Source: an optimization exercise on an open RTL-to-GDS flow (aim: small area). Production flows keep margins and buffers that such runs may drop. Only simulation tests tie the RTL to the original design; equivalence was not proved. No activity file was given, so power comes from the tool's default toggle rates.

== red ==
==> flow/design.v (excerpt) <==
module traceDisasm (
    input  logic                   clk,
    input  logic                   reset,
    input  logic                   retire,
    input  traceLinePkg::retireRec retireData,
    output logic                   charValid,
    output logic [7:0]             charData,
    output logic                   lineDone,
    output logic [16-1:0]  dropCount
);
    localparam logic [3:0] C_R     = 4'd0;    
    localparam logic [3:0] C_IALU  = 4'd1;    
    localparam logic [3:0] C_LW    = 4'd2;
    localparam logic [3:0] C_JALR  = 4'd3;
    localparam logic [3:0] C_SW    = 4'd4;
    localparam logic [3:0] C_BR    = 4'd5;
    localparam logic [3:0] C_JAL   = 4'd6;
    localparam logic [3:0] C_LUI   = 4'd7;
    localparam logic [3:0] C_CSR   = 4'd8;
    localparam logic [3:0] C_MRET  = 4'd9;
    localparam logic [3:0] C_ECALL = 4'd10;
    localparam logic [3:0] C_NOP   = 4'd11;
    localparam logic [3:0] C_STALL = 4'd12;
    localparam logic [3:0] C_ILL   = 4'd13;
    localparam logic [3:0] T_NONE = 4'd0;
    localparam logic [3:0] T_R    = 4'd1;
    localparam logic [3:0] T_I    = 4'd2;
    localparam logic [3:0] T_S    = 4'd3;
    localparam logic [3:0] T_B    = 4'd4;
    localparam logic [3:0] T_J    = 4'd5;
    localparam logic [3:0] T_U    = 4'd6;
    localparam logic [3:0] T_CR   = 4'd7;
    localparam logic [3:0] T_CI   = 4'd8;
    localparam logic [3:0] T_ILL  = 4'd9;
    logic        busy;
    logic [4:0]  cnt;
    logic [31:0] pcr;     
  ...
Settings: LEC_CHECK=0, ABC_AREA=1, CAP_MARGIN=20, CORE_MARGIN=2, CORE_UTILIZATION=40, CTS_BUF_LIST=sky130_fd_sc_hd__clkbuf_8, SLEW_MARGIN=20; clock period 10.0 ns.
standard.sh (not shown) runs the stock make flow with config.mk's settings and CLKGATE_MAP_FILE= SYNTH_SCRIPT=/design/flow/synth_recipe.tcl, a recipe that flattens the netlist after the stock synthesis.
==> flow/flow/run.sh <==
#!/bin/bash
# The standard layout (standard.sh) with three changes:
#  - synthesis maps logic with an area-oriented ABC script (flow/synth.tcl,
#    flow/area.abc); registers are mapped before ABC, as in the standard flow;
#  - the port buffers are the smallest buffer, sky130_fd_sc_hd__buf_1;
#  - clock tree synthesis inserts no dummy loads.
# Each tool's full output goes to the ORFS logs under orfs/logs and, for the
# whole run, to standard.log in this folder.
set -euo pipefail
W=$(pwd)
bash standard.sh SYNTH_SCRIPT="$W/flow/synth.tcl" \
  "BUFFER_PORTS_ARGS=-buffer_cell sky130_fd_sc_hd__buf_1" \
  "CTS_ARGS=-sink_clustering_enable -repair_clock_nets -buf_list sky130_fd_sc_hd__clkbuf_8 -dont_use_dummy_load" \
  finish > "$W/standard.log" 2>&1
==> flow/flow/area.abc <==
strash
ifraig
scorr
dc2
drw
drf
dc2
strash
&get -n
&deepsyn -T 60 -S 7
&put
strash
dch -f
amap
topo
==> flow/flow/synth.tcl <==
# Standard synthesis (synth_recipe.tcl, unchanged) with one difference: the
# technology-mapping ABC call uses an area-oriented script (area.abc, with ABC's deep AIG synthesis) in place
# of ORFS's delay-oriented one. Registers are mapped by dfflibmap before ABC,
# so they are the standard synthesis's registers.
set area_abc [file join [file dirname [file normalize [info script]]] area.abc]
proc abc {args} {
  global area_abc
  set i [lsearch -exact $args -script]
  if {$i >= 0} {
    lset args [expr {$i + 1}] $area_abc
  }
  yosys abc {*}$args
}
source [file join [file dirname [file dirname [file normalize [info script]]]] synth_recipe.tcl]
[inputs] blue vs red
-- flow/design.v --
<<< red, line 117
    logic [3:0]  cls;
    logic [3:0]  clsIn;
    logic z25, mhi, lo73, lo13, lo00;
    logic [2:0] inF3; logic [6:0] inF7;
    assign inF3 = retireData.code[14:12]; assign inF7 = retireData.code[31:25];
    assign z25 = retireData.code[31:7] == 25'h0;
    assign mhi = retireData.code[31:7] == 25'h0604000;
    assign lo73 = retireData.code[6:0] == 7'h73;
    assign lo13 = retireData.code[6:0] == 7'h13;
    assign lo00 = retireData.code[6:0] == 7'h00;
    logic f7z; assign f7z = inF7 == 7'h00;
    logic [3:0] oc; logic leg;
    always_comb begin
        oc = C_ILL; leg = 1'b0;
>>> blue, line 117
    logic [3:0]  cls;
    logic [3:0]  clsIn;
    logic       z25;      
    logic       mhi;      
    logic       lo73;
    logic       lo13;
    logic       lo00;
    logic [2:0] inF3;
    logic [6:0] inF7;
    logic       f7z;
    assign inF3 = retireData.code[14:12];
    assign inF7 = retireData.code[31:25];
    assign z25  = retireData.code[31:7] == 25'h0;
    assign mhi  = retireData.code[31:7] == 25'h0604000;
    assign lo73 = retireData.code[6:0] == 7'h73;
    assign lo13 = retireData.code[6:0] == 7'h13;
    assign lo00 = retireData.code[6:0] == 7'h00;
    assign f7z  = inF7 == 7'h00;
    logic [3:0] oc;
    logic       leg;
    always_comb begin
        oc = C_ILL; leg = 1'b0;
<<< red, line 151
            busy <= 1'b0;
        end else if (busy) begin
            busy <= cnt != 5'd31;
        end else begin
            busy <= retire;
>>> blue, line 159
            busy <= 1'b0;
        end else if (busy) begin
            busy <= cnt != 5'd19;
        end else begin
            busy <= retire;
<<< red, line 157
    end
    always_ff @(posedge clk) begin
        cnt <= busy ? cnt + 5'd1 : 5'd0;
    end
    always_ff @(posedge clk) begin
>>> blue, line 165
    end
    always_ff @(posedge clk) begin
        cnt <= busy ? cnt + 5'd1 : 5'd20;
    end
    always_ff @(posedge clk) begin
<<< red, line 185
    logic       mnEnd;
    always_ff @(posedge clk) begin
        if (cnt == 5'd11 || mnEnd) begin
            sub <= 4'd0;
        end else begin
            sub <= sub + 4'd1;
        end
        if (cnt == 5'd11) begin
            ops <= 1'b0;
        end else if (mnEnd) begin
>>> blue, line 193
    logic       mnEnd;
    always_ff @(posedge clk) begin
        if (cnt == 5'd31 || mnEnd) begin
            sub <= 4'd0;
        end else begin
            sub <= sub + 4'd1;
        end
        if (cnt == 5'd31) begin
            ops <= 1'b0;
        end else if (mnEnd) begin
<<< red, line 327
        endcase
    end
    assign mnEnd  = !ops && cnt >= 5'd12 && !mnChar[6];
    logic       hex;
    logic [3:0] nib;
>>> blue, line 335
        endcase
    end
    assign mnEnd  = !ops && cnt <= 5'd18 && !mnChar[6];
    logic       hex;
    logic [3:0] nib;
<<< red, line 382
        oNib = pcr[7:4];
        oChr = " ";
        if (cnt <= 5'd9) begin
            oHex = 1'b1;
        end else if (cnt == 5'd10) begin
            oChr = ":";
        end else if (cnt == 5'd11) begin
            oChr = " ";
        end else if (cnt == 5'd31) begin
            oChr = 8'h0A;
        end else if (!ops) begin
>>> blue, line 390
        oNib = pcr[7:4];
        oChr = " ";
        if (cnt >= 5'd20 && cnt <= 5'd29) begin
            oHex = 1'b1;
        end else if (cnt == 5'd30) begin
            oChr = ":";
        end else if (cnt == 5'd31) begin
            oChr = " ";
        end else if (cnt == 5'd19) begin
            oChr = 8'h0A;
        end else if (!ops) begin
<<< red, line 399
    end
    assign charData  = oHex ? rvIsaPkg::hexChar(oNib) : oChr;
    assign charValid = busy && cnt[4:1] != 4'd0;
    assign lineDone  = busy && cnt == 5'd31;
endmodule
>>> blue, line 407
    end
    assign charData  = oHex ? rvIsaPkg::hexChar(oNib) : oChr;
    assign charValid = busy && cnt[4:1] != 4'b1010;
    assign lineDone  = busy && cnt == 5'd19;
endmodule
--- outcome ---
| placement-stage worst setup slack | lower: blue |. The share of the clock period used by the worst path after layout in blue sits 3.7 points above the value recorded for red. For growth of design area from synthesis to finish, red and blue come out practically identical. Overall power consumption, red and blue: lower on red. blue: synthesized cell area lower than red. blue: shortest period the worst path allows is 0.37 ns higher than what red reported. In the tables for red and blue, power attributed to combinational cells reads higher with blue.

==> separate check: timing with driven ports <==
In the flow no input, the clock included, has a driving cell. The finished layouts below were timed again as built, in two steps. Step 1: set_driving_cell puts a clkbuf_16 on clk and a buf_2 on each other input, an assumption about the parent block. Step 2 adds t to the input delays and takes it off the output delays; t is the mean of the earliest and latest rising clock arrival at the registers after step 1. Input paths then give back, and output paths get back, about the clock's delay inside the block. Slacks: ideal / step 1 / step 2; pairs: ideal / step 1.
run	t, ns	setup slack, ns	worst hold slack (ns)	clock arrival spread, ns
red	0.394	3.256 / 3.219 / 3.613	0.441 / 0.441 / 0.441	0.042 / 0.042
blue	0.372	2.882 / 2.848 / 3.220	0.459 / 0.459 / 0.459	0.048 / 0.049
After both steps every run listed still meets setup and hold.
